Source: an optimization exercise on an open RTL-to-GDS flow (aim: small area). Production flows keep margins and buffers that such runs may drop. Function was checked by simulation only, so behaviour that the tests miss may differ from the original. Power and IR drop assume default switching activity.

<file path="flow/design.v">
package term_pkg;
   typedef logic [15:0] term_addr_t;
   typedef logic [31:0] reg_addr_t;
   typedef logic [15:0] reg_data_t;
   typedef logic [31:0] mem_word_t;
   typedef logic [29:0] mem_addr_t;
   typedef logic [5:0]  burst_len_t;
   typedef enum logic [2:0] {
      mem_write = 3'd0,
      mem_read  = 3'd1
   } mem_instr_t;
   localparam term_addr_t TERM_DRAM      = 16'h0010;
   localparam term_addr_t TERM_DRAM_CTRL = 16'h0011;
   localparam term_addr_t TERM_DUMMY     = 16'h0012;
   localparam reg_data_t DUMMY_VALUE = 16'h9988;
   localparam reg_addr_t CTRL_REG_STATUS    = 32'd0;
   localparam reg_addr_t CTRL_REG_SCRATCH   = 32'd1;
   localparam reg_addr_t CTRL_REG_CMD_COUNT = 32'd2;
endpackage
`timescale 1ns/1ns
module term_router (
   input  term_pkg::term_addr_t term_addr,
   input  logic                 read_mode,
   input  logic                 read_req,
   input  logic                 read,
   input  logic                 write_mode,
   input  logic                 write,
   input  term_pkg::reg_data_t  dram_datao,
   input  term_pkg::reg_data_t  ctrl_datao,
   input  logic                 dram_read_rdy,
   input  logic                 dram_write_rdy,
   output logic                 dram_read_mode,
   output logic                 dram_read_req,
   output logic                 dram_read,
   output logic                 dram_write_mode,
   output logic                 dram_write,
   output logic                 ctrl_write,
   output term_pkg::reg_data_t  reg_datao,
   output logic                 read_rdy,
   output logic                 write_rdy,
   output term_pkg::reg_data_t  transfer_status
);
   logic sel_dram;
   logic sel_ctrl;
   assign sel_dram = (term_addr == term_pkg::TERM_DRAM);
   assign sel_ctrl = (term_addr == term_pkg::TERM_DRAM_CTRL);
   assign dram_read_mode  = sel_dram & read_mode;
   assign dram_read_req   = sel_dram & read_req;
   assign dram_read       = sel_dram & read;
   assign dram_write_mode = sel_dram & write_mode;
   assign dram_write      = sel_dram & write;
   assign ctrl_write      = sel_ctrl & write_mode & write;
   assign transfer_status = '0;
   always_comb begin
      reg_datao = '0;
      read_rdy  = 1'b1;
      write_rdy = 1'b1;
      case (term_addr)
         term_pkg::TERM_DRAM: begin
            reg_datao = dram_datao;
            read_rdy  = dram_read_rdy;
            write_rdy = dram_write_rdy;
         end
         term_pkg::TERM_DRAM_CTRL: reg_datao = ctrl_datao;
         term_pkg::TERM_DUMMY:     reg_datao = term_pkg::DUMMY_VALUE;
         default:        reg_datao = '0;
      endcase
   end
endmodule
`timescale 1ns/1ns
module dram_bridge #(
   parameter int WORD_AW = 6
) (
   input  logic                 ifclk,
   input  logic                 rst,
   input  logic                 read_mode,
   input  logic                 read_req,
   input  logic                 read,
   input  logic                 write_mode,
   input  logic                 write,
   input  term_pkg::reg_addr_t  reg_addr,
   input  term_pkg::reg_data_t  reg_datai,
   input  logic                 cmd_full,
   input  logic                 rd_empty,
   input  term_pkg::mem_word_t  rd_word,
   input  logic                 calib_done,
   output term_pkg::reg_data_t  reg_datao,
   output logic                 read_rdy,
   output logic                 write_rdy,
   output logic                 cmd_en,
   output logic                 cmd_rd,
   output logic                 wr_en,
   output logic                 rd_en,
   output logic                 wq_load,
   output logic [WORD_AW-1:0]   wq_addr,
   output term_pkg::mem_word_t  wq_data,
   output logic                 cap_win,
   output logic [WORD_AW-1:0]   cap_addr
);
   typedef enum logic [2:0] {
      st_idle,
      st_wr_low,
      st_wr_issue,
      st_rd_issue,
      st_rd_wait,
      st_rd_high
   } state_t;
   state_t    state;
   state_t    state_cur;
   logic      write_mode_q;
   logic      read_mode_q;
   logic      wr_start;
   logic      rd_start;
   logic      resume;
   logic      high_req;
   logic      addr_step;
   logic      rdy_set;
   logic      rdy_q;
   logic      half_q;
   logic [WORD_AW-1:0] addr_q;
   logic [WORD_AW-1:0] addr_base;
   term_pkg::reg_data_t wr_lo;
   assign wr_start = write_mode & ~write_mode_q;
   assign rd_start = read_mode & ~read_mode_q;
   assign resume   = reg_addr[1] &
                     ((wr_start & (state == st_wr_low)) | (rd_start & (state == st_rd_high)));
   always_comb begin
      state_cur = state;
      if ((wr_start || rd_start) && !resume &&
          (state == st_wr_low || state == st_rd_high))
         state_cur = st_idle;
   end
   assign high_req  = (state_cur == st_rd_high) & read_mode & read_req;
   assign addr_step = (state_cur == st_wr_issue) | high_req;
   assign addr_base = (wr_start || rd_start) ? reg_addr[WORD_AW+1:2] : addr_q;
   assign rdy_set   = rd_en | high_req;
   assign cmd_en    = (state == st_wr_issue) | ((state == st_rd_issue) & ~cmd_full);
   assign cmd_rd    = (state == st_rd_issue);
   assign wr_en     = (state == st_wr_issue);
   assign rd_en     = (state == st_rd_wait) & ~rd_empty;
   assign wq_load   = (state_cur == st_wr_low) & write;
   assign wq_addr   = addr_base;
   assign wq_data   = {reg_datai, wr_lo};
   assign cap_win   = ((state_cur == st_idle) & read_mode & read_req) |
                      (state == st_rd_issue) | (state == st_rd_wait);
   assign cap_addr  = addr_base;
   assign write_rdy = calib_done & ~cmd_full & ((state == st_idle) | (state == st_wr_low));
   assign read_rdy  = rdy_q;
   assign reg_datao = half_q ? rd_word[31:16] : rd_word[15:0];
   always_ff @(posedge ifclk) begin
      if (rst) begin
         state        <= st_idle;
         write_mode_q <= 1'b0;
         read_mode_q  <= 1'b0;
         rdy_q        <= 1'b0;
      end else begin
         write_mode_q <= write_mode;
         read_mode_q  <= read_mode;
         if (!read_mode)
            rdy_q <= 1'b0;
         else if (rdy_set)
            rdy_q <= 1'b1;
         else if (read)
            rdy_q <= 1'b0;
         state <= state_cur;
         case (state_cur)
            st_idle: begin
               if (write)
                  state <= st_wr_low;
               else if (read_mode && read_req)
                  state <= st_rd_issue;
            end
            st_wr_low: begin
               if (write)
                  state <= st_wr_issue;
            end
            st_wr_issue: state <= st_idle;
            st_rd_issue: begin
               if (!cmd_full)
                  state <= st_rd_wait;
            end
            st_rd_wait: begin
               if (!rd_empty)
                  state <= st_rd_high;
            end
            st_rd_high: begin
               if (high_req)
                  state <= st_idle;
            end
            default: state <= st_idle;
         endcase
      end
   end
   always_ff @(posedge ifclk) begin
      addr_q <= addr_base + WORD_AW'(addr_step);
      if (state_cur == st_idle && write)
         wr_lo <= reg_datai;
      if (rdy_set)
         half_q <= high_req;
   end
endmodule
`timescale 1ns/1ns
module dram_ctrl_term (
   input  logic                ifclk,
   input  logic                rst,
   input  logic                write,
   input  term_pkg::reg_addr_t reg_addr,
   input  term_pkg::reg_data_t reg_datai,
   input  logic                calib_done,
   input  logic                cmd_en,
   output term_pkg::reg_data_t reg_datao
);
   term_pkg::reg_data_t scratch;
   term_pkg::reg_data_t cmd_count;
   always_ff @(posedge ifclk) begin
      if (rst) begin
         scratch   <= '0;
         cmd_count <= '0;
      end else begin
         if (write && reg_addr == term_pkg::CTRL_REG_SCRATCH)
            scratch <= reg_datai;
         if (write && reg_addr == term_pkg::CTRL_REG_CMD_COUNT)
            cmd_count <= '0;
         else if (cmd_en)
            cmd_count <= cmd_count + 1'b1;
      end
   end
   always_comb begin
      case (reg_addr)
         term_pkg::CTRL_REG_STATUS:    reg_datao = {15'd0, calib_done};
         term_pkg::CTRL_REG_SCRATCH:   reg_datao = scratch;
         term_pkg::CTRL_REG_CMD_COUNT: reg_datao = cmd_count;
         default:            reg_datao = '0;
      endcase
   end
endmodule
`timescale 1ns/1ns
module mem_port_model #(
   parameter int MEM_WORDS    = 64,
   parameter int CALIB_CYCLES = 16,
   parameter int RING         = 4
) (
   input  logic                 ifclk,
   input  logic                 rst,
   input  logic                 cmd_en,
   input  logic                 cmd_rd,
   input  logic                 wr_en,
   input  logic                 rd_en,
   input  logic                 wq_load,
   input  logic [$clog2(MEM_WORDS)-1:0] wq_addr,
   input  term_pkg::mem_word_t  wq_data,
   input  logic                 cap_win,
   input  logic [$clog2(MEM_WORDS)-1:0] cap_addr,
   output logic                 cmd_full,
   output term_pkg::mem_word_t  rd_word,
   output logic                 rd_empty,
   output logic                 calib_done
);
   localparam int WORD_AW = $clog2(MEM_WORDS);
   localparam int RING_W  = $clog2(RING);
   localparam int RINGS   = MEM_WORDS / RING;
   localparam int CAL_W   = $clog2(CALIB_CYCLES + 1);
   logic [CAL_W-1:0]   calib_cnt;
   logic               cmd_valid;
   logic               cmd_rd_q;
   logic               rd_pend;
   logic [RING_W-1:0]  phase;
   term_pkg::mem_word_t wq_word;
   logic [WORD_AW-1:0] wq_waddr;
   logic               wq_valid;
   logic               wq_cancel;
   logic               wq_fire;
   logic               cap;
   term_pkg::mem_word_t ring_in [RINGS];
   term_pkg::mem_word_t ring_out [RINGS];
   logic               cap_fwd;
   always_ff @(posedge ifclk) begin
      if (rst) begin
         calib_cnt  <= '0;
         calib_done <= 1'b0;
      end else if (!calib_done) begin
         if (calib_cnt == CAL_W'(CALIB_CYCLES - 1))
            calib_done <= 1'b1;
         calib_cnt <= calib_cnt + 1'b1;
      end
   end
   always_ff @(posedge ifclk) begin
      if (rst)
         cmd_valid <= 1'b0;
      else
         cmd_valid <= cmd_en;
      if (cmd_en)
         cmd_rd_q <= cmd_rd;
   end
   always_ff @(posedge ifclk) begin
      if (rst)
         rd_pend <= 1'b0;
      else if (cmd_valid && cmd_rd_q)
         rd_pend <= 1'b1;
      else if (rd_en)
         rd_pend <= 1'b0;
   end
   assign cmd_full = ~calib_done | cmd_valid;
   assign rd_empty = ~rd_pend;
   always_ff @(posedge ifclk)
      phase <= phase + 1'b1;
   assign wq_cancel = rst & wr_en;
   assign wq_fire   = wq_valid & ~wq_cancel &
                      (RING_W'(wq_waddr[RING_W-1:0] + phase + 1'b1) == '0);
   always_ff @(posedge ifclk) begin
      if (wq_load) begin
         wq_word  <= wq_data;
         wq_waddr <= wq_addr;
         wq_valid <= 1'b1;
      end else if (wq_fire || wq_cancel) begin
         wq_valid <= 1'b0;
      end
   end
   for (genvar g = 0; g < RINGS; g++) begin : ring
      term_pkg::mem_word_t slot [RING];
      assign ring_in[g] = (wq_fire && wq_waddr[WORD_AW-1:RING_W] == (WORD_AW-RING_W)'(g)) ?
                          wq_word : slot[RING-1];
      assign ring_out[g] = slot[RING-1];
      always_ff @(posedge ifclk) begin
         slot[0] <= ring_in[g];
         for (int k = 1; k < RING; k++)
            slot[k] <= slot[k-1];
      end
   end
   assign cap = cap_win & (RING_W'(cap_addr[RING_W-1:0] + phase + 1'b1) == '0);
   assign cap_fwd = wq_valid & (wq_waddr == cap_addr);
   always_ff @(posedge ifclk) begin
      if (cap)
         rd_word <= cap_fwd ? wq_word : ring_out[cap_addr[WORD_AW-1:RING_W]];
   end
endmodule
`timescale 1ns/1ns
module host_terminal_top #(
   parameter int MEM_WORDS    = 64,
   parameter int CALIB_CYCLES = 16,
   parameter int RING         = 4
) (
   input  logic                 ifclk,
   input  logic                 rst,
   input  term_pkg::term_addr_t term_addr,
   input  term_pkg::reg_addr_t  reg_addr,
   input  logic [31:0]          len,
   input  logic                 read_mode,
   input  logic                 read_req,
   input  logic                 read,
   input  logic                 write_mode,
   input  logic                 write,
   input  term_pkg::reg_data_t  reg_datai,
   output term_pkg::reg_data_t  reg_datao,
   output logic                 read_rdy,
   output logic                 write_rdy,
   output term_pkg::reg_data_t  transfer_status
);
   localparam int WORD_AW = $clog2(MEM_WORDS);
   logic       dram_read_mode;
   logic       dram_read_req;
   logic       dram_read;
   logic       dram_write_mode;
   logic       dram_write;
   logic       ctrl_write;
   term_pkg::reg_data_t  dram_datao;
   term_pkg::reg_data_t  ctrl_datao;
   logic       dram_read_rdy;
   logic       dram_write_rdy;
   logic       cmd_en;
   logic       cmd_rd;
   logic       wr_en;
   logic       rd_en;
   logic       wq_load;
   logic [WORD_AW-1:0]   wq_addr;
   term_pkg::mem_word_t  wq_data;
   logic       cap_win;
   logic [WORD_AW-1:0]   cap_addr;
   logic       cmd_full;
   term_pkg::mem_word_t  rd_word;
   logic       rd_empty;
   logic       calib_done;
   term_router term_router_i (
      .term_addr       (term_addr),
      .read_mode       (read_mode),
      .read_req        (read_req),
      .read            (read),
      .write_mode      (write_mode),
      .write           (write),
      .dram_datao      (dram_datao),
      .ctrl_datao      (ctrl_datao),
      .dram_read_rdy   (dram_read_rdy),
      .dram_write_rdy  (dram_write_rdy),
      .dram_read_mode  (dram_read_mode),
      .dram_read_req   (dram_read_req),
      .dram_read       (dram_read),
      .dram_write_mode (dram_write_mode),
      .dram_write      (dram_write),
      .ctrl_write      (ctrl_write),
      .reg_datao       (reg_datao),
      .read_rdy        (read_rdy),
      .write_rdy       (write_rdy),
      .transfer_status (transfer_status)
   );
   dram_bridge #(
      .WORD_AW (WORD_AW)
   ) dram_bridge_i (
      .ifclk         (ifclk),
      .rst           (rst),
      .read_mode     (dram_read_mode),
      .read_req      (dram_read_req),
      .read          (dram_read),
      .write_mode    (dram_write_mode),
      .write         (dram_write),
      .reg_addr      (reg_addr),
      .reg_datai     (reg_datai),
      .cmd_full      (cmd_full),
      .rd_empty      (rd_empty),
      .rd_word       (rd_word),
      .calib_done    (calib_done),
      .reg_datao     (dram_datao),
      .read_rdy      (dram_read_rdy),
      .write_rdy     (dram_write_rdy),
      .cmd_en        (cmd_en),
      .cmd_rd        (cmd_rd),
      .wr_en         (wr_en),
      .rd_en         (rd_en),
      .wq_load       (wq_load),
      .wq_addr       (wq_addr),
      .wq_data       (wq_data),
      .cap_win       (cap_win),
      .cap_addr      (cap_addr)
   );
   dram_ctrl_term dram_ctrl_term_i (
      .ifclk      (ifclk),
      .rst        (rst),
      .write      (ctrl_write),
      .reg_addr   (reg_addr),
      .reg_datai  (reg_datai),
      .calib_done (calib_done),
      .cmd_en     (cmd_en),
      .reg_datao  (ctrl_datao)
   );
   mem_port_model #(
      .MEM_WORDS    (MEM_WORDS),
      .CALIB_CYCLES (CALIB_CYCLES),
      .RING         (RING)
   ) mem_port_model_i (
      .ifclk         (ifclk),
      .rst           (rst),
      .cmd_en        (cmd_en),
      .cmd_rd        (cmd_rd),
      .wr_en         (wr_en),
      .rd_en         (rd_en),
      .wq_load       (wq_load),
      .wq_addr       (wq_addr),
      .wq_data       (wq_data),
      .cap_win       (cap_win),
      .cap_addr      (cap_addr),
      .cmd_full      (cmd_full),
      .rd_word       (rd_word),
      .rd_empty      (rd_empty),
      .calib_done    (calib_done)
   );
endmodule
</file>
<file path="flow/config.mk">
export PLATFORM = sky130hd
export DESIGN_NAME = host_terminal_top
export DESIGN_NICKNAME = host_terminal_top
export VERILOG_FILES = /design/flow/design.v
export SDC_FILE = /design/flow/constraint.sdc
export NUM_CORES = 4
export LEC_CHECK = 0
export ABC_AREA = 1
export CAP_MARGIN = 20
export CORE_MARGIN = 2
export CORE_UTILIZATION = 75
export SLEW_MARGIN = 20
</file>
<file path="flow/standard.sh">
#!/bin/bash
# synth_recipe.tcl (not shown) runs the flow's synth.tcl, then flattens the netlist and writes it again
# the make line also repeats each setting of config.mk as NAME=value (left out here)
make -C /OpenROAD-flow-scripts/flow DESIGN_CONFIG=/design/flow/config.mk WORK_HOME=/design/flow/orfs CLKGATE_MAP_FILE= SYNTH_SCRIPT=/design/flow/synth_recipe.tcl "${@:-finish}"
</file>
<file path="flow/constraint.sdc">
create_clock -name core_clock -period 8.0 [get_ports {ifclk}]
set_input_delay 1.6000 -clock core_clock [delete_from_list [all_inputs] [get_ports {ifclk}]]
set_output_delay 1.6000 -clock core_clock [all_outputs]
set_load 0.01 [all_outputs]
</file>
<file path="flow/flow/run.sh">
#!/bin/bash
# Standard layout with a leaner clock tree (no dummy loads, larger sink
# clusters) and single-size port buffers. Synthesis is the standard flow's own.
set -euo pipefail
export BUFFER_PORTS_ARGS="-buffer_cell sky130_fd_sc_hd__buf_1"
export CTS_ARGS="-sink_clustering_enable -repair_clock_nets -dont_use_dummy_load -buf_list {sky130_fd_sc_hd__clkbuf_16} -sink_clustering_size 36 -sink_clustering_max_diameter 50"
bash standard.sh > flow_make.log 2>&1
</file>
==> impl_results.md, run 1 <==
* Routed WL per cell at ~21 microns
* Initial antenna violation count at 5
* Die area at roughly 79000 sq um
* RSZ-0062 raised after global routing: no
* Number of flops mapped to enable cells by yosys at 88
* Clock buffer depth at 3
* Setup crit start kind: input port
* Yosys top cell by area: dfxtp_1
* Top cells by area, synth: dfxtp_1, nand2_1, o21ai_0, edfxtp_1, nand3_1
* First-pass GRT wire length at 195000 microns
* Vias in the first global route at between 30000 and 40000
* Clk pwr share at between 30% and 40%
* Worst Hold End: mem_port_model_i.ring[5].slot[3][11]$_DFF_P_
* DRC at 0
* Multiplexer share of the synthesized area at 0.1741%
* Max incr delay on CP at approximately 850 ps
* Worst Hold Depth at 0
* Critical path type: input port to primary output
* Slew margin rel. at between 20% and 30%
* Power per Cell Area at between 200 and 300 nW/um^2
* Syn Area/Cell at ~11 sq um
* Max Slew Vio Count at 0
* # resized after CTS at 0
* Gp weighted congestion at ~0.84
* Register share of total power at 63.6%
* Reg-to-reg slack, setup at about 3900 ps
* Peak supply drop at approximately 0.00028 V
* Share of cells above drive strength 1 at under 10%
* Post-placement cell count at a little over 6000
* Hold buffer count at CTS at 0
* Critical Path End Type: primary output
* Layout Area Growth over Synthesis at 7.571%
* WP buf/inv at 3
* Initial drt markers at roughly 3200
* Clock insertion delay at the later pin of the skew report at roughly 740 ps
* Initial Util at between 70 and 80%
* WP data required at approximately 6400 ps
* H-tree level count at 4
* Clock transition at path regs at approximately 90 ps
* Post-synthesis xor/xnor area fraction at 0.1828%
* CTS root buffer: clkbuf_16
* Main synth FF type: dfxtp_1
* Total Power at ~17 mW
* Grt total ovfl at 0
* TritonRoute pass-1 iters at 8
* Actual slew at the worst max-slew pin at approximately 1200 ps
* Largest family of logic cells by synthesized area: simple AND/OR/NAND/NOR gates
* Critical path fanouts, max at 12
* Cell count after synthesis at between 5000 and 6000
* DPL Wire Length at between 70000 and 80000 microns
* Post-Syn Area at ~57000 sq um
* Most common cell in the netlist: dfxtp_1
* # port buffers at roughly 90
* Chip height at ~280 microns
* R2R Path Start: dram_bridge_i.write_mode_q$_SDFF_PP0_
* Crit-path slowest cell: inv_1
* Crit share post-route at between 70% and 80%
* Status: timing/DRC/antenna clean
* Switching pwr at between 3 and 4 mW
* Comb pwr share at less than 1%
* Max Clk Rate at 166.6 MHz
* Netlist cell types at 38
* Net Sw Frac at a little under a fifth
* Cell Int Power at about 14 mW
* All-Layer GR Usage at 33.36%
* Adder-Cell Fraction of Synth Area at less than 1%
* Filler cells at around 4400
* Data arrival, critical path at 4400 ps
* Core area at between 70000 and 80000 sq um
* CTS tree: yes
* Setup_tns at 0 ps
* Largest net degree at the start of global routing at just under 70
* Delay-heaviest family, CP: simple AND/OR/NAND/NOR gates
* TritonCTS sink count at 2191
* Share of Yosys cell area claimed by the top area cell type at 73.22%
* Simple-gate portion of the synthesized area at 13.49%
* Register area share after synthesis at between 70% and 80%
* Ports at roughly 140
* Final setup fails at 0
* Final Net Count at 5252
* Async set-or-reset flop fraction in the synthesized netlist at 0%
* Synth Area in Compound Gates at 5.479%
* Post-Layout Cell Count at about 6200
* Seq cells post-synth at between 2000 and 2500
* Setup Skew at around 65 ps
* Yosys warnings at 22
* Post-DRT Antenna Nets at 0
* Postcts setup bufs at 0
* Critical R2R Capture: mem_port_model_i.rd_word[28]$_DFFE_PP_
* Post-layout min period at between 6000 and 7000 ps
* Critical-path cell list: buf_1 -> nor2_1 -> nand2_1 -> nor2_4 -> nand2_1 -> inv_1 -> o211ai_1 -> nand3_1 -> buf_1
* Inserted Clock Buffers at 135
* Routed wire length at about 130000 microns
* Min-delay src: mem_port_model_i.ring[5].slot[2][11]$_DFF_P_
* P_leak at approximately 25 nW
* Worst-case reg-to-reg path depth at 13
* Vias post-DR at roughly 34000
* Layout Utilization at approximately four fifths
* Top cells by instance count after synthesis: dfxtp_1, nand2_1, o21ai_0, nor2_1, nand3_1
* Die width at 280.9 microns
* Max cap viols at 0
* Final hold vios at 0
* Vias per cell at about 5.5
* Rows at around 100
* Min-delay worst type: flop to flop
==> area by class of cell <==
class / instances / area (sq um) / share of cell area, %
Sequential cell: 2191 / 44740 / 72.34
Multi-Input combinational cell: 2576 / 11390 / 18.41
Clock buffer: 135 / 3378 / 5.462
Tap cell: 1030 / 1289 / 2.084
Timing Repair Buffer: 124 / 613.1 / 0.9912
Inverter: 116 / 435.4 / 0.7040
Antenna cell: 2 / 5.005 / 0.008092
==> worst max-delay path by stage <==
stage	endpoint	start	slack, ps	cells after the start
5_1_grt	reg_datao[11]	term_addr[15]	1880	9
4_1_cts	reg_datao[5]	reg_addr[7]	1950	9
3_5_place_dp	reg_datao[5]	reg_addr[7]	1970	9
3_3_place_gp	reg_datao[5]	reg_addr[7]	2010	9
2_1_floorplan	mem_port_model_i.rd_word[0]$_DFFE_PP_	term_addr[15]	3100	12
6_report	reg_datao[11]	term_addr[15]	2000	9
==> worst reg2reg max path, delay by kind of cell (launching register included) <==
family                 cells  cell delay [ps]
AND/OR/NAND/NOR           10             2590
buffers and inverters      2             1050
flip-flops                 1              300
AO/OA/AOI/OAI              1               80
==> kinds of logic after synthesis <==
logic type                 count (synthesis)
DFF                                     2191
and+or+nand+nor                         1912
AOI/OAI and AO/OA                        621
buffers and inverters                    359
xor gates and xnor gates                  12
muxes                                     10
adders and majority gates                  5
other                                      1
==> flip-flops by register name, indices dropped and copies added (netlist names), 2 cells and up <==
name and count:
mem_port_model_i.ring.slot 2048, dram_bridge_i.state 3, mem_port_model_i.calib_cnt 5, mem_port_model_i.rd_word 32, mem_port_model_i.phase 2, dram_ctrl_term_i.cmd_count 16
dram_ctrl_term_i.scratch 16, mem_port_model_i.wq_word 32, dram_bridge_i.wr_lo 16, dram_bridge_i.addr_q 6, mem_port_model_i.wq_waddr 6
==> power by group through the flow <==
stage | sequential, mW | combinational, mW | clock [mW]
floorplan | 11.2 | 0.0229 | 0
global placement | 11.2 | 0.0438 | 0
detailed placement | 11.2 | 0.0446 | 0
CTS | 11.0 | 0.0451 | 6.27
global route | 11.0 | 0.0503 | 6.66
finish | 11.0 | 0.0463 | 6.23
==> cell usage in the layout, fill, tap and decap left out, types with 16 or more instances in the layout <==
| cell | n |
|---|---|
| buf_4 | 35 |
| nand2_2 | 22 |
| dfxtp_1 | 2103 |
| o21ai_1 | 34 |
| edfxtp_1 | 88 |
| nand2_1 | 1276 |
| nor3_1 | 29 |
| clkbuf_16 | 135 |
| nand3_1 | 236 |
| o21ai_0 | 550 |
| buf_1 | 88 |
| nor2_1 | 287 |
| conb_1 | 16 |
| inv_1 | 111 |
==> layer usage <==
layer / up-vias / global-route usage [%] / wire [microns]
met5: - / 0 / 63
met4: 8 / 15.25 / 5994
met3: 380 / 5.911 / 11450
met2: 1404 / 50.71 / 56790
met1: 16263 / 47.20 / 56240
li1: 16166 / - / -
==> through the flow <==
step | hold WS, ps | setup WS (ps) | cell area [sq um]
2_1_floorplan | 309.6 | 3097 | 57550
3_3_place_gp | 309.5 | 2012 | 58460
3_5_place_dp | 312.1 | 1966 | 58460
4_1_cts | 274.6 | 1951 | 61840
5_1_grt | 280.8 | 1876 | 61850
6_report | 281.5 | 1998 | 61850
==> run 2: changes to the inputs <==
==> flow/flow/run.sh (replaced) <==
#!/bin/bash
# Standard layout with a leaner clock tree (no dummy loads, larger sink
# clusters) and single-size port buffers. Synthesis is the standard flow's own.
set -euo pipefail
export BUFFER_PORTS_ARGS="-buffer_cell sky130_fd_sc_hd__buf_1"
export CTS_ARGS="-sink_clustering_enable -repair_clock_nets -dont_use_dummy_load -buf_list {sky130_fd_sc_hd__clkbuf_16} -sink_clustering_size 36 -sink_clustering_max_diameter 40"
bash standard.sh > flow_make.log 2>&1
--- a/flow/config.mk
+++ b/flow/config.mk
@@ -8,5 +8,6 @@
 export ABC_AREA = 1
 export CAP_MARGIN = 20
 export CORE_MARGIN = 2
-export CORE_UTILIZATION = 75
+export CORE_UTILIZATION = 60
+export PLACE_DENSITY = 0.8
 export SLEW_MARGIN = 20
==> run 2 against run 1 <==
  * Synthesized cell count unchanged
  * Die area rose by 25%
  * Cell count increased by 4.0%
  * Largest cell class unchanged
  * Clock skew hardly changed
  * Maximum frequency down 6.6%
  * First-iteration DRC count increased by 21%
  * Total power rose by 1.5%
  * Setup slack lost 420 ps
==> impl_results.md, run 2 <==
* Initial drt markers at 3836 (was 3178)
* Routed WL per cell at 20.20 microns (was 21.14 microns)
* Leading cell type in the layout, fill and taps excluded: dfxtp_1 (unchanged)
* Max reg flops at 2048 (unchanged)
* Final Net Count at 5264 (was 5252)
* Gp weighted congestion at 0.8905 (was 0.8356)
* Total Power at 17.49 mW (was 17.24 mW)
* Max Clk Rate at 155.7 MHz (was 166.6 MHz)
* Main synth FF type: dfxtp_1 (unchanged)
* Clock insertion delay at the later pin of the skew report at 760 ps (was 740 ps)
* First-pass GRT wire length at 193700 microns (was 195000 microns)
* R2R Path Start: dram_bridge_i.write_mode_q$_SDFF_PP0_ (unchanged)
* Rows at 113 (was 101)
* Initial antenna violation count at 8 (was 5)
* Clock buffer depth at 3 (unchanged)
* Hold buffer count at CTS at 0 (unchanged)
* Chip height at 313.6 microns (was 280.9 microns)
* Number of flops mapped to enable cells by yosys at 88 (unchanged)
* Most common cell in the netlist: dfxtp_1 (unchanged)
* Status: timing/DRC/antenna clean (unchanged)
* Data arrival, critical path at 4820 ps (was 4400 ps)
* Most frequent cells in the layout: dfxtp_1, nand2_1, o21ai_0 (unchanged)
* Crit share post-route at 80.29% (was 75.03%)
* Vias post-DR at 34413 (was 34221)
* Min-delay src: mem_port_model_i.ring[5].slot[0][21]$_DFF_P_ (was mem_port_model_i.ring[5].slot[2][11]$_DFF_P_)
* Critical Path End Type: primary output (unchanged)
* Post-place setup slack at 1374 ps (was 1966 ps)
* Setup Skew at 65.58 ps (was 65.26 ps)
* TritonCTS sink count at 2191 (unchanged)
* CTS tree: yes (unchanged)
* Worst hold slack at 276.3 ps (was 281.5 ps)
* DRC at 0 (unchanged)
* TritonRoute pass-1 iters at 6 (was 8)
* Final hold vios at 0 (unchanged)
* Reg-to-reg slack, setup at 4040 ps (was 3860 ps)
* Core area at 95010 sq um (was 75950 sq um)
* Power per Cell Area at 280.3 nW/um^2 (was 278.7 nW/um^2)
* Share of Yosys cell area claimed by the top area cell type at 73.22% (unchanged)
* Setup_tns at 0 ps (unchanged)
* Seq cells post-synth at 2191 (unchanged)
* Routed wire length at 129700 microns (was 130500 microns)
* Area after DPL at 58760 sq um (was 58460 sq um)
* Setup crit start kind: input port (unchanged)
* Worst Setup Slack, final at 1577 ps (was 1998 ps)
* Cell count after synthesis at 5111 (unchanged)
* Worst Hold Depth at 0 (unchanged)
* Top cells by area, synth: dfxtp_1, nand2_1, o21ai_0, edfxtp_1, nand3_1 (unchanged)
* Die width at 313.6 microns (was 280.9 microns)
* Final setup fails at 0 (unchanged)
* CTS root buffer: clkbuf_16 (unchanged)
* WP data required at 6400 ps (about the same)
* Ports at 137 (unchanged)
* RSZ-0062 raised after global routing: no (unchanged)
* Largest net degree at the start of global routing at 65 (was 68)
* Worst Hold End: mem_port_model_i.ring[5].slot[1][21]$_DFF_P_ (was mem_port_model_i.ring[5].slot[3][11]$_DFF_P_)
* Actual slew at the worst max-slew pin at 1176 ps (was 1189 ps)
* Initial Util at 60.52% (was 75.71%)
* Register area share after synthesis at 77.82% (unchanged)
* Vias in the first global route at 33263 (was 32963)
* Post-DRT Antenna Nets at 0 (unchanged)
* Layout Area Growth over Synthesis at 8.535% (was 7.571%)
* Critical path type: input port to primary output (unchanged)
* Top cells by instance count after synthesis: dfxtp_1, nand2_1, o21ai_0, nor2_1, nand3_1 (unchanged)
* Inserted Clock Buffers at 144 (was 135)
* Share of cells above drive strength 1 at 4.986% (was 4.765%)
* H-tree level count at 4 (unchanged)
* Yosys warnings at 22 (unchanged)
* Peak supply drop at 0.0001997 V (was 0.0002787 V)
* P_leak at 25.36 nW (was 25.26 nW)
* # port buffers at 88 (unchanged)
* All-Layer GR Usage at 26.10% (was 33.36%)
* Post-Syn Area at 57500 sq um (unchanged)
* DPL Wire Length at 71330 microns (was 71210 microns)
* Syn Area/Cell at 11.25 sq um (unchanged)
* Vias per cell at 5.359 (was 5.543)
* Max cap viols at 0 (unchanged)
* Critical R2R Capture: mem_port_model_i.rd_word[27]$_DFFE_PP_ (was mem_port_model_i.rd_word[28]$_DFFE_PP_)
* Die area at 98320 sq um (was 78890 sq um)
* Clock transition at path regs at 90 ps (about the same)
* Netlist cell types at 38 (unchanged)
* Top reg by flops: mem_port_model_i.ring.slot (unchanged)
* Max Slew Vio Count at 0 (unchanged)
* Post-layout min period at 6423 ps (was 6002 ps)
* Critical path origin: reg_addr[23] (was term_addr[15])
* Filler cells at 6744 (was 4397)
* Grt total ovfl at 0 (unchanged)
* Biggest registers after layout: mem_port_model_i.ring.slot x2048, mem_port_model_i.rd_word x32, mem_port_model_i.wq_word x32 (unchanged)
* Slew margin rel. at 20.78% (was 20.74%)
* Postcts setup bufs at 0 (unchanged)
* Min-delay worst type: flop to flop (unchanged)
* Yosys top cell by area: dfxtp_1 (unchanged)
* # resized after CTS at 0 (unchanged)
* Async set-or-reset flop fraction in the synthesized netlist at 0% (unchanged)
* Worst-case reg-to-reg path depth at 14 (was 13)
* Post-route design area at 62400 sq um (was 61850 sq um)
* Critical path fanouts, max at 16 (was 12)
-- run 2: cell counts after synthesis --
No cell type changed its count.
-- run 2: kinds of logic after synthesis --
family	Yosys count	share of synthesized area (%)
other	1	0.006522
multiplexers	10	0.1741
XOR/XNOR	12	0.1828
adder cells (fa/ha/maj)	5	0.1088
AND/OR/NAND/NOR	1912	13.49
buffers and inverters	359	2.738
flip-flops	2191	77.82
AO/OA/AOI/OAI	621	5.479
-- run 2: critical path: stages --
cell and delay (ps):
buf_1 80, nor2_1 110, nand2_1 70, nor4_1 620, inv_1 160, nor2_1 320
nand2_1 440, o21ai_2 490, nand3_1 200, o21ai_0 490, buf_1 230
-- run 2: layer usage --
layer / track usage, % / share of wire, %
met5: 0 / 0.0069
met4: 12.20 / 4.7
met3: 4.598 / 8.9
met2: 38.41 / 42
met1: 37.77 / 44
-- run 2: area by class of cell --
cell class,count,area (sq um),share of cell area (%)
Timing Repair Buffer,127,655.6,1.051
Clock buffer,144,3603,5.774
Sequential cell,2191,44740,71.70
Inverter,116,435.4,0.6977
Multi-Input combinational cell,2576,11380,18.23
Antenna cell,3,7.507,0.01203
Tap cell,1265,1583,2.536
-- run 2: where the power goes --
part,total (mW),leakage (nW),switching [mW],internal (mW)
registers,11.0,17.7,0.00142,11.0
logic,0.0496,5.93,0.0367,0.0129
clock network,6.47,1.77,3.29,3.18
total,17.5,25.4,3.33,14.2
-- run 2: worst max-delay path by stage --
stage                                            endpoint  slack [ps]  cells past startpoint
floorplan           mem_port_model_i.rd_word[0]$_DFFE_PP_        3100                     12
global placement                            reg_datao[14]        1490                     11
detailed placement                          reg_datao[14]        1370                     11
CTS                                         reg_datao[14]        1300                     11
global route                                reg_datao[14]        1440                     11
finish                                      reg_datao[14]        1580                     11
-- run 2: through the flow --
stage	std cells	util, %
6_report	6422	65.68
5_1_grt	6420	65.68
4_1_cts	6418	65.64
3_5_place_dp	6274	61.84
3_3_place_gp	6274	61.84
2_1_floorplan	5126	-
==> run 3: changes to the inputs <==
==> flow/flow/run.sh (replaced) <==
#!/bin/bash
# Standard layout with a leaner clock tree (no dummy loads, larger sink
# clusters) and single-size port buffers. Synthesis is the standard flow's own.
set -euo pipefail
export BUFFER_PORTS_ARGS="-buffer_cell sky130_fd_sc_hd__buf_1"
export CTS_ARGS="-sink_clustering_enable -repair_clock_nets -dont_use_dummy_load -buf_list {sky130_fd_sc_hd__clkbuf_4 sky130_fd_sc_hd__clkbuf_8} -sink_clustering_size 16 -sink_clustering_max_diameter 50"
bash standard.sh > flow_make.log 2>&1
--- a/flow/config.mk
+++ b/flow/config.mk
@@ -9,5 +9,6 @@
 export CAP_MARGIN = 20
 export CORE_MARGIN = 2
 export CORE_UTILIZATION = 60
-export PLACE_DENSITY = 0.8
+export GPL_ROUTABILITY_DRIVEN = 0
+export GPL_TIMING_DRIVEN = 0
 export SLEW_MARGIN = 20
==> run 3 against run 2 <==
  * Clock power fell by 23%
  * Maximum frequency up 12%
  * Global-route usage rose by 3.0 points
  * Synthesized area is the same
  * Cell count rose by 3.6%
  * Routed wire length rose by 11%
  * Critical path depth down 1
  * Via count down 0.37%
  * Non-clock buffer count increased by 208
  * Setup slack improved by 670 ps
  * Still clean
  * Largest power group unchanged
==> impl_results.md, run 3 <==
* Vias post-DR at 34286 (was 34413)
* CTS tree: yes (unchanged)
* Final setup fails at 0 (unchanged)
* H-tree level count at 4 (unchanged)
* Vias per cell at 5.156 (was 5.359)
* Critical path type: input port to primary output (unchanged)
* Register share of total power at 68.6% (was 62.7%)
* # resized after CTS at 0 (unchanged)
* Seq cells post-synth at 2191 (unchanged)
* Min-delay src: mem_port_model_i.ring[10].slot[1][11]$_DFF_P_ (was mem_port_model_i.ring[5].slot[0][21]$_DFF_P_)
* Grt total ovfl at 0 (unchanged)
* Crit-path slowest cell: nor3_1 (was nor4_1)
* Worst Hold End: mem_port_model_i.ring[10].slot[2][11]$_DFF_P_ (was mem_port_model_i.ring[5].slot[1][21]$_DFF_P_)
* Peak supply drop at 0.0002131 V (was 0.0001997 V)
* # port buffers at 88 (unchanged)
* Register area share after synthesis at 77.82% (unchanged)
* Clock insertion delay at the later pin of the skew report at 890 ps (was 760 ps)
* Max Used Layer: met5 (unchanged)
* Switching pwr at 3.176 mW (was 3.330 mW)
* Met1 wire length at 64440 microns (was 57580 microns)
* Setup Skew at 79.70 ps (was 65.58 ps)
* RSZ-0062 raised after global routing: no (unchanged)
* Final Net Count at 5491 (was 5264)
* Net Sw Frac at 19.87% (was 19.04%)
* Worst Hold Depth at 0 (unchanged)
* Main synth FF type: dfxtp_1 (unchanged)
* Power per Cell Area at 258.6 nW/um^2 (was 280.3 nW/um^2)
* Critical Path End Type: primary output (unchanged)
* Top cells by area, synth: dfxtp_1, nand2_1, o21ai_0, edfxtp_1, nand3_1 (unchanged)
* Rows at 113 (unchanged)
* Yosys warnings at 22 (unchanged)
* Most frequent cells in the layout: dfxtp_1, nand2_1, o21ai_0 (unchanged)
* Clock buffer depth at 3 (unchanged)
* P_leak at 25.20 nW (was 25.36 nW)
* Cell Int Power at 12.81 mW (was 14.16 mW)
* Largest net degree at the start of global routing at 26 (was 65)
* Postcts setup bufs at 0 (unchanged)
* Layout Area Growth over Synthesis at 7.497% (was 8.535%)
* Actual slew at the worst max-slew pin at 1032 ps (was 1176 ps)
* Post-layout min period at 5755 ps (was 6423 ps)
* Most used cell, CP: buf_1
* Critical R2R Capture: mem_port_model_i.ring[1].slot[0][13]$_DFF_P_ (was mem_port_model_i.rd_word[27]$_DFFE_PP_)
* Biggest registers after layout: mem_port_model_i.ring.slot x2048, mem_port_model_i.rd_word x32, mem_port_model_i.wq_word x32 (unchanged)
* TritonRoute pass-1 iters at 8 (was 6)
* Critical-path cell list: buf_1 -> nor2_1 -> nand4_1 -> nor3_1 -> inv_1 -> o21ai_1 -> buf_2 -> nand3_1 -> o21ai_0 -> buf_1 (was buf_1 -> nor2_1 -> nand2_1 -> nor4_1 -> inv_1 -> nor2_1 -> nand2_1 -> o21ai_2 -> nand3_1 -> o21ai_0 -> buf_1)
* Routed wl met3 at 9229 microns (was 11570 microns)
* Max Clk Rate at 173.8 MHz (was 155.7 MHz)
* Initial antenna violation count at 7 (was 8)
* Inserted Clock Buffers at 163 (was 144)
* CTS root buffer: clkbuf_8 (was clkbuf_16)
* Chip height at 313.6 microns (unchanged)
* Die width at 313.6 microns (unchanged)
* First-pass GRT wire length at 206100 microns (was 193700 microns)
* All-Layer GR Usage at 29.13% (was 26.10%)
* Status: timing/DRC/antenna clean (unchanged)
* Core area at 95010 sq um (unchanged)
* DRC at 0 (unchanged)
* Most common cell in the netlist: dfxtp_1 (unchanged)
* Netlist cell types at 38 (unchanged)
* Max incr delay on CP at 780 ps (was 620 ps)
* Async set-or-reset flop fraction in the synthesized netlist at 0% (unchanged)
* Final hold vios at 0 (unchanged)
* TritonCTS sink count at 2191 (unchanged)
* DPL Wire Length at 102400 microns (was 71330 microns)
* Leading cell type in the layout, fill and taps excluded: dfxtp_1 (unchanged)
* Crit share post-route at 71.93% (was 80.29%)
* Delay-heaviest family, CP: simple AND/OR/NAND/NOR gates (unchanged)
* Share of cells above drive strength 1 at 5.835% (was 4.986%)
* Syn Area/Cell at 11.25 sq um (unchanged)
* WP data required at 6400 ps (about the same)
* Max Slew Vio Count at 0 (unchanged)
* R2R Path Start: dram_bridge_i.state[1]$_SDFF_PP0_ (was dram_bridge_i.write_mode_q$_SDFF_PP0_)
* Cell count after synthesis at 5111 (unchanged)
* Met2 wire length at 63970 microns (was 54410 microns)
* Comb pwr share at 0.4% (was 0.3%)
* Setup crit start kind: input port (unchanged)
* Number of flops mapped to enable cells by yosys at 88 (unchanged)
* Data arrival, critical path at 4150 ps (was 4820 ps)
* Critical path fanouts, max at 10 (was 16)
* Clock transition at path regs at 100 ps (was 90 ps)
* Setup_tns at 0 ps (unchanged)
* Slew margin rel. at 31.04% (was 20.78%)
* Max reg flops at 2048 (unchanged)
* Min-delay worst type: flop to flop (unchanged)
* Post-Syn Area at 57500 sq um (unchanged)
* Vias in the first global route at 32022 (was 33263)
* Routed wire length at 143800 microns (was 129700 microns)
* Top cells by instance count after synthesis: dfxtp_1, nand2_1, o21ai_0, nor2_1, nand3_1 (unchanged)
* Reg-to-reg slack, setup at 4420 ps (was 4040 ps)
* Initial Util at 60.52% (unchanged)
* Initial drt markers at 3123 (was 3836)
* Worst Setup Slack, final at 2245 ps (was 1577 ps)
* WP buf/inv at 4 (was 3)
* Ports at 137 (unchanged)
* Hold buffer count at CTS at 0 (unchanged)
* Post-DRT Antenna Nets at 0 (unchanged)
* Clk pwr share at 31.0% (was 37.0%)
* Yosys top cell by area: dfxtp_1 (unchanged)
* Share of Yosys cell area claimed by the top area cell type at 73.22% (unchanged)
* Die area at 98320 sq um (unchanged)
* Top reg by flops: mem_port_model_i.ring.slot (unchanged)
* Max cap viols at 0 (unchanged)
* Worst-case reg-to-reg path depth at 9 (was 14)
* Post-place setup slack at 2251 ps (was 1374 ps)
* Routed WL per cell at 21.63 microns (was 20.20 microns)
[run 3: power groups by stage]
stage	registers [mW]	logic, mW	clock network [mW]
after global placement	11.2	0.0559	0
after detailed placement	11.2	0.0566	0
final	11.0	0.0586	4.96
after floorplan	11.2	0.0229	0
after CTS	11.0	0.0568	5.07
after global routing	11.0	0.0619	5.48
[run 3: layer usage]
layer  global-route usage (%)  up-vias
met3                    4.895      307
met2                    45.49     1180
met1                    40.28    16163
li1                         -    16634
met4                    12.80        2
met5                        0        -
[run 3: logic make-up (layout without fill, tap and decap cells)]
logic type                 count (synthesis)  after routing  synth area share [%]
xor gates and xnor gates                  12             12                0.1828
adders and majority gates                  5              5                0.1088
other                                      1             20              0.006522
buffers and inverters                    359            614                 2.738
and+or+nand+nor                         1912           1912                 13.49
muxes                                     10             10                0.1741
AOI/OAI and AO/OA                        621            621                 5.479
DFF                                     2191           2191                 77.82
[run 3: worst max-delay path by stage]
| stage | from | endpoint | slack (ps) | depth (start not counted) |
|---|---|---|---|---|
| 3_5_place_dp | reg_addr[11] | reg_datao[3] | 2250 | 10 |
| 4_1_cts | reg_addr[11] | reg_datao[3] | 2240 | 10 |
| 5_1_grt | reg_addr[11] | reg_datao[15] | 2120 | 10 |
| 6_report | reg_addr[11] | reg_datao[0] | 2250 | 10 |
| 3_3_place_gp | term_addr[7] | mem_port_model_i.rd_word[27]$_DFFE_PP_ | 1670 | 12 |
| 2_1_floorplan | term_addr[15] | mem_port_model_i.rd_word[0]$_DFFE_PP_ | 3100 | 12 |
[run 3: layout make-up]
cell class | count | area, sq um
flip-flops and latches | 2191 | 44740
fillers | 7687 | 33200
multi-input cells | 2576 | 11260
clock buffers | 163 | 2243
well taps | 1265 | 1583
plain buffers | 243 | 1139
inverters | 116 | 435.4
repair buffers | 92 | 392.9
diodes | 4 | 10.01
[run 3: per-stage QoR]
step	instance area (sq um)	utilization [%]	power, mW	instances	hold slack (ps)
floorplan	57550	-	11.24	5126	309.6
global placement	59470	62.59	11.27	6479	309.5
detailed placement	59550	62.68	11.28	6483	312.1
CTS	61800	65.04	16.09	6646	287.8
global route	61800	65.05	16.51	6648	285.8
finish	61810	65.05	15.98	6650	285.2
==> run 4: changes to the inputs <==
--- a/flow/config.mk
+++ b/flow/config.mk
@@ -8,7 +8,6 @@
 export ABC_AREA = 1
 export CAP_MARGIN = 20
 export CORE_MARGIN = 2
-export CORE_UTILIZATION = 60
-export GPL_ROUTABILITY_DRIVEN = 0
-export GPL_TIMING_DRIVEN = 0
+export CORE_UTILIZATION = 50
+export PLACE_DENSITY = 0.7
 export SLEW_MARGIN = 20
==> run 4 against run 3 <==
  * Sequential power is essentially flat
  * Register-to-register slack lost 630 ps
  * Via count shrank 3.9%
  * Largest cell class unchanged
  * Non-clock buffer count shrank 205
  * Sequential share of layout area grew 0.45 points
  * Still clean on timing, DRC and antenna
  * Sequential cell count is the same
  * Critical path depth grew 1
  * Core utilization shrank 11 points
  * Routed wire length shrank 11%
  * Die area grew 20%
  * Highest routed layer unchanged
  * Total power shrank 0.60%
==> impl_results.md, run 4 <==
* CTS root buffer: clkbuf_8 (unchanged)
* Rows at 124 (was 113)
* Slew margin rel. at 20.15% (was 31.04%)
* Layout Utilization at 53.79% (was 65.05%)
* Netlist cell types at 38 (unchanged)
* Most frequent cells in the layout: dfxtp_1, nand2_1, o21ai_0 (unchanged)
* # port buffers at 88 (unchanged)
* Clock transition at path regs at 90 ps (was 100 ps)
* Max reg flops at 2048 (unchanged)
* Final hold vios at 0 (unchanged)
* Data arrival, critical path at 4710 ps (was 4150 ps)
* Initial Util at 50.35% (was 60.52%)
* Reg-to-reg slack, setup at 3790 ps (was 4420 ps)
* Clock insertion delay at the later pin of the skew report at 850 ps (was 890 ps)
* All-Layer GR Usage at 21.51% (was 29.13%)
* Initial antenna violation count at 3 (was 7)
* Ports at 137 (unchanged)
* Initial drt markers at 2976 (was 3123)
* First-pass GRT wire length at 189900 microns (was 206100 microns)
* Status: timing/DRC/antenna clean (unchanged)
* RSZ-0062 raised after global routing: no (unchanged)
* Final setup fails at 0 (unchanged)
* Final Net Count at 5280 (was 5491)
* Post-layout min period at 6314 ps (was 5755 ps)
* Share of cells above drive strength 1 at 5.261% (was 5.835%)
* Post-place setup slack at 1945 ps (was 2251 ps)
* Core area at 114200 sq um (was 95010 sq um)
* Gp weighted congestion at between 0.8 and 0.9
* Top reg by flops: mem_port_model_i.ring.slot (unchanged)
* Worst Setup Slack, final at 1686 ps (was 2245 ps)
* Setup crit start kind: input port (unchanged)
* Seq cells post-synth at 2191 (unchanged)
* Leading cell type in the layout, fill and taps excluded: dfxtp_1 (unchanged)
* CTS tree: yes (unchanged)
* Die area at 117700 sq um (was 98320 sq um)
* WP data required at 6400 ps (about the same)
* Syn Area/Cell at 11.25 sq um (unchanged)
* # resized after CTS at 0 (unchanged)
* Vias per cell at 4.932 (was 5.156)
* Routed WL per cell at 19.13 microns (was 21.63 microns)
* Critical path type: input port to primary output (unchanged)
* Postcts setup bufs at 0 (unchanged)
* Chip height at 343.1 microns (was 313.6 microns)
* Worst Hold Depth at 0 (unchanged)
* Yosys warnings at 22 (unchanged)
* Top cells by instance count after synthesis: dfxtp_1, nand2_1, o21ai_0, nor2_1, nand3_1 (unchanged)
* Vias in the first global route at 31374 (was 32022)
* Post-Syn Area at 57500 sq um (unchanged)
* Total Power at 15.89 mW (was 15.98 mW)
* Worst Hold End: mem_port_model_i.ring[6].slot[2][5]$_DFF_P_ (was mem_port_model_i.ring[10].slot[2][11]$_DFF_P_)
* Critical R2R Capture: mem_port_model_i.rd_word[10]$_DFFE_PP_ (was mem_port_model_i.ring[1].slot[0][13]$_DFF_P_)
* Vias post-DR at 32960 (was 34286)
* Power per Cell Area at 258.6 nW/um^2 (about the same)
* Max cap viols at 0 (unchanged)
* Most common cell in the netlist: dfxtp_1 (unchanged)
* Main synth FF type: dfxtp_1 (unchanged)
* Min-delay src: mem_port_model_i.ring[6].slot[1][5]$_DFF_P_ (was mem_port_model_i.ring[10].slot[1][11]$_DFF_P_)
* Post-DRT Antenna Nets at 0 (unchanged)
* Share of Yosys cell area claimed by the top area cell type at 73.22% (unchanged)
* Yosys top cell by area: dfxtp_1 (unchanged)
* TritonRoute pass-1 iters at 7 (was 8)
* Min-delay worst type: flop to flop (unchanged)
* DRC at 0 (unchanged)
* Die width at 343.1 microns (was 313.6 microns)
* Number of flops mapped to enable cells by yosys at 88 (unchanged)
* Top cells by area, synth: dfxtp_1, nand2_1, o21ai_0, edfxtp_1, nand3_1 (unchanged)
* Cell count after synthesis at 5111 (unchanged)
* Largest net degree at the start of global routing at 66 (was 26)
* Layout Area Growth over Synthesis at 6.829% (was 7.497%)
* TritonCTS sink count at 2191 (unchanged)
* R2R Path Start: dram_bridge_i.read_mode_q$_SDFF_PP0_ (was dram_bridge_i.state[1]$_SDFF_PP0_)
* Worst hold slack at 295.5 ps (was 285.2 ps)
* Setup Skew at 55.17 ps (was 79.70 ps)
* H-tree level count at 4 (unchanged)
* Register area share after synthesis at 77.82% (unchanged)
* Hold buffer count at CTS at 0 (unchanged)
* Max Slew Vio Count at 0 (unchanged)
* P_leak at 24.89 nW (was 25.20 nW)
* Actual slew at the worst max-slew pin at 1198 ps (was 1032 ps)
* Routed wire length at 127800 microns (was 143800 microns)
* Crit share post-route at 78.93% (was 71.93%)
* Setup_tns at 0 ps (unchanged)
* Async set-or-reset flop fraction in the synthesized netlist at 0% (unchanged)
* Critical path fanouts, max at 16 (was 10)
* Worst-case reg-to-reg path depth at 13 (was 9)
* Biggest registers after layout: mem_port_model_i.ring.slot x2048, mem_port_model_i.rd_word x32, mem_port_model_i.wq_word x32 (unchanged)
* DPL Wire Length at 70760 microns (was 102400 microns)
* Critical Path End Type: primary output (unchanged)
* Grt total ovfl at 0 (unchanged)
* Clock buffer depth at 3 (unchanged)
* Peak supply drop at 0.0001626 V (was 0.0002131 V)
* Max Clk Rate at 158.4 MHz (was 173.8 MHz)
* Inserted Clock Buffers at 157 (was 163)
-- run 4: changes by cell type in the layout (fill, tap and decap cells not counted), sizes merged --
cell	delta
diode	-3
buf	-60
clkinv	+1
inv	-1
clkbuf	-151
-- run 4: worst max-delay path, cell delays in order --
cell and delay (ps):
buf_1 70, nor2_1 150, nand2_1 70, nor4_1 420
inv_1 110, nor2_1 470, nand2_1 460, o21ai_1 770
nand3_1 170, o21ai_0 210, buf_1 210
-- run 4: layout make-up --
cell class	instances	area, sq um
sequential	2191	44740
tap	1512	1892
multi-input combinational	2576	11420
clock buffer	157	2161
antenna	1	2.502
inverter	116	436.7
fill	9744	52770
timing repair buffer	130	770.7
-- run 4: kinds of logic after synthesis --
family	count (synthesis)	share of synthesized area, %
other	1	0.006522
AOI/OAI and AO/OA	621	5.479
xor gates and xnor gates	12	0.1828
muxes	10	0.1741
adders and majority gates	5	0.1088
and+or+nand+nor	1912	13.49
DFF	2191	77.82
buffers and inverters	359	2.738
-- run 4: per-stage QoR --
step	cell area, sq um	std cells
final	61420	6683
after global routing	61420	6682
after CTS	61390	6681
after detailed placement	59230	6524
after global placement	59090	6518
after floorplan	57550	5126
-- run 4: routing by layer --
layer	part of all wire, %	global-route usage, %	vias to the layer above
li1	-	-	16192
met1	48	31.53	15537
met2	43	32.40	962
met3	6.3	3.291	267
met4	3.3	7.669	2
met5	0.0063	0	-
-- run 4: worst max path at each step --
stage,from,endpoint,cells past startpoint,slack [ps]
2_1_floorplan,term_addr[15],mem_port_model_i.rd_word[0]$_DFFE_PP_,12,3100
3_3_place_gp,reg_addr[17],reg_datao[10],11,1980
3_5_place_dp,reg_addr[17],reg_datao[10],11,1950
4_1_cts,reg_addr[17],reg_datao[10],11,1940
5_1_grt,reg_addr[17],reg_datao[4],11,1580
6_report,reg_addr[17],reg_datao[10],11,1690
-- run 4: power breakdown --
part | leakage [nW] | total [mW] | switching (mW) | internal, mW
Sequential | 17.7 | 11.0 | 0.00128 | 11.0
Combinational | 6.10 | 0.0520 | 0.0387 | 0.0133
Clock | 1.13 | 4.87 | 3.11 | 1.76
Total | 24.9 | 15.9 | 3.15 | 12.7
==> run 5: changes to the inputs <==
--- a/flow/config.mk
+++ b/flow/config.mk
@@ -8,6 +8,5 @@
 export ABC_AREA = 1
 export CAP_MARGIN = 20
 export CORE_MARGIN = 2
-export CORE_UTILIZATION = 50
-export PLACE_DENSITY = 0.7
+export CORE_UTILIZATION = 60
 export SLEW_MARGIN = 20
==> run 5 against run 4 <==
  * Global-route usage rose by 5.1 points
  * Clock-buffer cell count rose by 7
  * Routed wire length rose by 1.5%
  * First-iteration DRC count fell by 11%
  * Via count fell by 1.0%
  * Register-to-register slack got worse by 130 ps
  * Largest power group unchanged
  * Still clean
  * Hold slack got worse by 1.8 ps
==> impl_results.md, run 5 <==
* Biggest registers after layout: mem_port_model_i.ring.slot x2048, mem_port_model_i.rd_word x32, mem_port_model_i.wq_word x32 (unchanged)
* DRC at 0 (unchanged)
* Rows at 113 (was 124)
* Grt total ovfl at 0 (unchanged)
* Critical path type: input port to primary output (unchanged)
* Max cap viols at 0 (unchanged)
* First-pass GRT wire length at 193700 microns (was 189900 microns)
* Netlist cell types at 38 (unchanged)
* Met1 usage at 39.10% (was 31.53%)
* Worst hold slack at 293.7 ps (was 295.5 ps)
* Post-place setup slack at 1969 ps (was 1945 ps)
* Largest net degree at the start of global routing at 65 (was 66)
* Inserted Clock Buffers at 164 (was 157)
* P_leak at 24.95 nW (was 24.89 nW)
* Gp weighted congestion at 0.8306 (was 0.8443)
* Yosys top cell by area: dfxtp_1 (unchanged)
* Setup Skew at 72.31 ps (was 55.17 ps)
* Area after DPL at 58780 sq um (was 59230 sq um)
* Initial drt markers at 2658 (was 2976)
* # port buffers at 88 (unchanged)
* Final setup fails at 0 (unchanged)
* CTS tree: yes (unchanged)
* Delay-heaviest family, CP: simple AND/OR/NAND/NOR gates (unchanged)
* Clock transition at path regs at 90 ps (about the same)
* TritonRoute pass-1 iters at 6 (was 7)
* Register area share after synthesis at 77.82% (unchanged)
* Final Net Count at 5277 (was 5280)
* Post-route design area at 61070 sq um (was 61420 sq um)
* Routed wire length at 129800 microns (was 127800 microns)
* Post-DRT Antenna Nets at 0 (unchanged)
* H-tree level count at 4 (unchanged)
* Setup_tns at 0 ps (unchanged)
* Clock buffer depth at 3 (unchanged)
* Vias post-DR at 32620 (was 32960)
* Post-placement cell count at 6267 (was 6524)
* Setup crit start kind: input port (unchanged)
* Die width at 313.6 microns (was 343.1 microns)
* Top reg by flops: mem_port_model_i.ring.slot (unchanged)
* Top cells by area, synth: dfxtp_1, nand2_1, o21ai_0, edfxtp_1, nand3_1 (unchanged)
* Ports at 137 (unchanged)
* # resized after CTS at 0 (unchanged)
* Yosys warnings at 22 (unchanged)
* Power per Cell Area at 261.8 nW/um^2 (was 258.6 nW/um^2)
* RSZ-0062 raised after global routing: no (unchanged)
* TritonCTS sink count at 2191 (unchanged)
* Core area at 95010 sq um (was 114200 sq um)
* Main synth FF type: dfxtp_1 (unchanged)
* Peak supply drop at 0.0002051 V (was 0.0001626 V)
* Async set-or-reset flop fraction in the synthesized netlist at 0% (unchanged)
* Crit-path slowest cell: inv_1 (was o21ai_1)
* Most common cell in the netlist: dfxtp_1 (unchanged)
* WP data required at 6400 ps (about the same)
* Critical-path cell list: buf_1 -> nor2_1 -> nand2_1 -> nor2_2 -> nand2_1 -> inv_1 -> o211ai_1 -> nand3_1 -> buf_1 (was buf_1 -> nor2_1 -> nand2_1 -> nor4_1 -> inv_1 -> nor2_1 -> nand2_1 -> o21ai_1 -> nand3_1 -> o21ai_0 -> buf_1)
* Postcts setup bufs at 0 (unchanged)
* Die area at 98320 sq um (was 117700 sq um)
* Vias in the first global route at 31085 (was 31374)
* Post-Syn Area at 57500 sq um (unchanged)
* Worst Setup Slack, final at 2271 ps (was 1686 ps)
* Vias per cell at 5.070 (was 4.932)
* Chip height at 313.6 microns (was 343.1 microns)
* Max reg flops at 2048 (unchanged)
* Crit share post-route at 71.61% (was 78.93%)
* Seq cells post-synth at 2191 (unchanged)
* Post-layout min period at 5729 ps (was 6314 ps)
* Share of cells above drive strength 1 at 5.225% (was 5.261%)
* GRT Max-Usage Layer: met2 (unchanged)
* CTS root buffer: clkbuf_8 (unchanged)
* Routed WL per cell at 20.17 microns (was 19.13 microns)
* All-Layer GR Usage at 26.61% (was 21.51%)
* Top cells by instance count after synthesis: dfxtp_1, nand2_1, o21ai_0, nor2_1, nand3_1 (unchanged)
* Actual slew at the worst max-slew pin at 1138 ps (was 1198 ps)
* DPL Wire Length at 71230 microns (was 70760 microns)
* Total Power at 15.99 mW (was 15.89 mW)
* Syn Area/Cell at 11.25 sq um (unchanged)
* Clock insertion delay at the later pin of the skew report at 880 ps (was 850 ps)
* Data arrival, critical path at 4130 ps (was 4710 ps)
* M2 GR Usage at 40.62% (was 32.40%)
* GR Util met3 at 4.057% (was 3.291%)
* Initial antenna violation count at 5 (was 3)
* Max incr delay on CP at 710 ps (was 770 ps)
* WP buf/inv at 3 (unchanged)
* Number of flops mapped to enable cells by yosys at 88 (unchanged)
* Initial Util at 60.52% (was 50.35%)
* Post-Layout Cell Count at 6434 (was 6683)
* Most frequent cells in the layout: dfxtp_1, nand2_1, o21ai_0 (unchanged)
* Slew margin rel. at 23.98% (was 20.15%)
* Min-delay worst type: flop to flop (unchanged)
* Final hold vios at 0 (unchanged)
* Hold buffer count at CTS at 0 (unchanged)
* Share of Yosys cell area claimed by the top area cell type at 73.22% (unchanged)
* Max Slew Vio Count at 0 (unchanged)
* Layout Utilization at 64.28% (was 53.79%)
* Layout Area Growth over Synthesis at 6.221% (was 6.829%)
* Leading cell type in the layout, fill and taps excluded: dfxtp_1 (unchanged)
* Status: timing/DRC/antenna clean (unchanged)
* Critical Path End Type: primary output (unchanged)
* Critical path fanouts, max at 12 (was 16)
* Max Clk Rate at 174.6 MHz (was 158.4 MHz)
* Cell count after synthesis at 5111 (unchanged)
-- run 5: path summary, 6_finish.rpt --
path                                                                endpoint  slack (ps)                                          from  cells past startpoint
worst max-delay path                                           reg_datao[12]        2270                                  term_addr[1]                      9
worst min-delay path            mem_port_model_i.ring[10].slot[3][7]$_DFF_P_         290  mem_port_model_i.ring[10].slot[2][7]$_DFF_P_                      0
worst max register to register         mem_port_model_i.rd_word[0]$_DFFE_PP_        3660         dram_bridge_i.write_mode_q$_SDFF_PP0_                     14
worst min register to register  mem_port_model_i.ring[10].slot[3][7]$_DFF_P_         290  mem_port_model_i.ring[10].slot[2][7]$_DFF_P_                      0
-- run 5: cell type report --
class	instances	area (sq um)
antenna	2	5.005
inverter	116	436.7
fill	7667	33940
multi-input combinational	2576	11450
timing repair buffer	120	603.1
tap	1265	1583
clock buffer	164	2257
sequential	2191	44740
-- run 5: kinds of logic after synthesis --
logic type      count (synthesis)  share of synthesized area (%)
flops                        2191                          77.82
simple gates                 1912                          13.49
compound gates                621                          5.479
buf+inv                       359                          2.738
xor+xnor                       12                         0.1828
mux                            10                         0.1741
fa+ha+maj                       5                         0.1088
other cells                     1                       0.006522
-- run 5: worst reg2reg max path, stage by stage (launching register included) --
cell and delay, ps:
dfxtp_1 320, inv_1 30, nand4_1 560, nand2_1 420, nand2_1 190, nand2_2 150, nor2_4 800, buf_4 500
buf_4 610, nand3_1 190, nand2_1 90, nor2_1 70, nand2_1 110, o21ai_1 80, nand2_1 110
-- run 5: report_power, final --
part | internal, mW | switching (mW) | total, mW | leakage (nW)
Clock | 1.84 | 3.14 | 4.98 | 1.18
Combinational | 0.0131 | 0.0376 | 0.0507 | 6.11
Sequential | 11.0 | 0.00120 | 11.0 | 17.7
Total | 12.8 | 3.18 | 16.0 | 24.9
-- run 5: metal layers --
metal	share of wire (%)	wire, microns	up-vias
li1	-	-	16188
met1	49	63830	15490
met2	43	56020	711
met3	4.7	6112	227
met4	2.9	3774	4
met5	0.015	19	-
==> run 6: changes to the inputs <==
==> flow/flow/run.sh (replaced) <==
#!/bin/bash
# Standard layout with a leaner clock tree (no dummy loads, larger sink
# clusters) and single-size port buffers. Synthesis is the standard flow's own.
set -euo pipefail
export BUFFER_PORTS_ARGS="-buffer_cell sky130_fd_sc_hd__buf_1"
export CTS_ARGS="-sink_clustering_enable -repair_clock_nets -dont_use_dummy_load -buf_list {sky130_fd_sc_hd__clkbuf_16} -sink_clustering_size 30 -sink_clustering_max_diameter 45"
bash standard.sh > flow_make.log 2>&1
==> run 6 against run 5 <==
  * First-iteration DRC count is 6.0% higher
  * Total power is 10% higher
  * Still clean on timing, DRC and antenna
  * Clock skew hardly changed
  * Sequential share of layout area is 1.7 points lower
  * Via count is 0.19% higher
  * Largest cell class unchanged
==> impl_results.md, run 6 <==
* Setup_tns at 0 ps (unchanged)
* Delay-heaviest family, CP: simple AND/OR/NAND/NOR gates (unchanged)
* Max incr delay on CP at 710 ps (about the same)
* Core area at 95010 sq um (unchanged)
* CTS root buffer: clkbuf_16 (was clkbuf_8)
* Top cells by area, synth: dfxtp_1, nand2_1, o21ai_0, edfxtp_1, nand3_1 (unchanged)
* Register area share after synthesis at 77.82% (unchanged)
* Async set-or-reset flop fraction in the synthesized netlist at 0% (unchanged)
* Grt total ovfl at 0 (unchanged)
* Worst Setup Slack, final at 2293 ps (was 2271 ps)
* Layout Utilization at 65.83% (was 64.28%)
* Clock transition at path regs at 70 ps (was 90 ps)
* Actual slew at the worst max-slew pin at 1126 ps (was 1138 ps)
* Syn Area/Cell at 11.25 sq um (unchanged)
* Gp weighted congestion at 0.8306 (unchanged)
* Vias post-DR at 32683 (was 32620)
* Layout Area Growth over Synthesis at 8.776% (was 6.221%)
* All-Layer GR Usage at 26.64% (was 26.61%)
* Clk pwr share at 37.5% (was 31.1%)
* Most frequent cells in the layout: dfxtp_1, nand2_1, o21ai_0 (unchanged)
* Yosys top cell by area: dfxtp_1 (unchanged)
* Chip height at 313.6 microns (unchanged)
* Filler cells at 7435 (was 7667)
* Inserted Clock Buffers at 149 (was 164)
* Biggest registers after layout: mem_port_model_i.ring.slot x2048, mem_port_model_i.rd_word x32, mem_port_model_i.wq_word x32 (unchanged)
* Net Sw Frac at 19.10% (was 19.88%)
* RSZ-0062 raised after global routing: no (unchanged)
* Rows at 113 (unchanged)
* Max Clk Rate at 175.2 MHz (was 174.6 MHz)
* H-tree level count at 4 (unchanged)
* Post-Syn Area at 57500 sq um (unchanged)
* Crit share post-route at 71.34% (was 71.61%)
* Critical path fanouts, max at 12 (unchanged)
* Register share of total power at 62.2% (was 68.6%)
* Top cells by instance count after synthesis: dfxtp_1, nand2_1, o21ai_0, nor2_1, nand3_1 (unchanged)
* Ports at 137 (unchanged)
* Max reg flops at 2048 (unchanged)
* P_leak at 25.61 nW (was 24.95 nW)
* Post-place setup slack at 1969 ps (unchanged)
* Initial Util at 60.52% (unchanged)
* Initial drt markers at 2817 (was 2658)
* TritonCTS sink count at 2191 (unchanged)
* Comb pwr share at 0.3% (about the same)
* Status: timing/DRC/antenna clean (unchanged)
* Vias per cell at 5.092 (was 5.070)
* Crit-path slowest cell: inv_1 (unchanged)
* CTS tree: yes (unchanged)
* Max cap viols at 0 (unchanged)
* # port buffers at 88 (unchanged)
* DRC at 0 (unchanged)
* Yosys warnings at 22 (unchanged)
* Final hold vios at 0 (unchanged)
* Peak supply drop at 0.0002308 V (was 0.0002051 V)
* Min-delay worst type: flop to flop (unchanged)
* Seq cells post-synth at 2191 (unchanged)
* Postcts setup bufs at 0 (unchanged)
* Worst hold slack at 279.9 ps (was 293.7 ps)
* Post-DRT Antenna Nets at 0 (unchanged)
* Power per Cell Area at 281.9 nW/um^2 (was 261.8 nW/um^2)
* Routed WL per cell at 20.25 microns (was 20.17 microns)
* Share of Yosys cell area claimed by the top area cell type at 73.22% (unchanged)
* Leading cell type in the layout, fill and taps excluded: dfxtp_1 (unchanged)
* Final setup fails at 0 (unchanged)
* Netlist cell types at 38 (unchanged)
* First-pass GRT wire length at 193600 microns (was 193700 microns)
* Clock insertion delay at the later pin of the skew report at 770 ps (was 880 ps)
* Routed wire length at 130000 microns (was 129800 microns)
* Share of cells above drive strength 1 at 4.950% (was 5.225%)
* Critical path type: input port to primary output (unchanged)
* Setup crit start kind: input port (unchanged)
* Data arrival, critical path at 4110 ps (was 4130 ps)
==> run 6: area by class of cell <==
class / count / area (sq um) / area share (%)
flip-flops and latches: 2191 / 44740 / 71.54
clock buffers: 149 / 3729 / 5.962
repair buffers: 120 / 603.1 / 0.9643
inverters: 116 / 436.7 / 0.6982
diodes: 1 / 2.502 / 0.004001
well taps: 1265 / 1583 / 2.531
multi-input cells: 2576 / 11450 / 18.30
==> run 6: worst paths after layout <==
| check | startpoint | to | slack [ps] | depth (start not counted) |
|---|---|---|---|---|
| hold / removal | mem_port_model_i.ring[15].slot[0][23]$_DFF_P_ | mem_port_model_i.ring[15].slot[1][23]$_DFF_P_ | 280 | 0 |
| setup / recovery | term_addr[1] | reg_datao[12] | 2290 | 9 |
| hold reg to reg | mem_port_model_i.ring[15].slot[0][23]$_DFF_P_ | mem_port_model_i.ring[15].slot[1][23]$_DFF_P_ | 280 | 0 |
| setup reg to reg | dram_bridge_i.read_mode_q$_SDFF_PP0_ | mem_port_model_i.rd_word[0]$_DFFE_PP_ | 3610 | 14 |
==> run 6: power by group through the flow <==
stage          clock (mW)  sequential [mW]  combinational, mW
6_report             6.62             11.0             0.0512
5_1_grt              7.13             11.0             0.0549
4_1_cts              6.73             11.0             0.0506
3_5_place_dp            0             11.2             0.0505
3_3_place_gp            0             11.2             0.0498
2_1_floorplan           0             11.2             0.0229
==> run 6: metal layers <==
layer  track usage, %  share of wire (%)
met1            39.06                 49
met2            40.74                 43
met3            3.972                4.8
met4            8.950                2.9
met5                0              0.018
==> run 6: worst register-to-register path: cells and delay by family, from the launching register on <==
family	cells	cell delay, ps
buffers and inverters	3	1180
and+or+nand+nor	10	2660
DFF	1	330
AOI/OAI and AO/OA	1	90
==> run 6: cells by family (layout without fill, tap and decap cells) <==
family	Yosys count	count (layout)	synth area share [%]
buffers and inverters	359	385	2.738
multiplexers	10	10	0.1741
adder cells (fa/ha/maj)	5	5	0.1088
XOR/XNOR	12	12	0.1828
AND/OR/NAND/NOR	1912	1912	13.49
other	1	17	0.006522
AO/OA/AOI/OAI	621	621	5.479
flip-flops	2191	2191	77.82
==> run 6: stage by stage <==
step	area [sq um]	std cells
finish	62540	6418
global route	62540	6418
CTS	62510	6416
detailed placement	58780	6267
global placement	58780	6267
floorplan	57550	5126

Re-timed with assumed drivers on the ports (clkbuf_16 on the clock, buf_2 on other inputs), run 6 has 2.268 ns of setup slack against 2.293 ns with ideal ports, and 1.872 ns once port delays also move by the mid clock arrival of 0.804 ns.
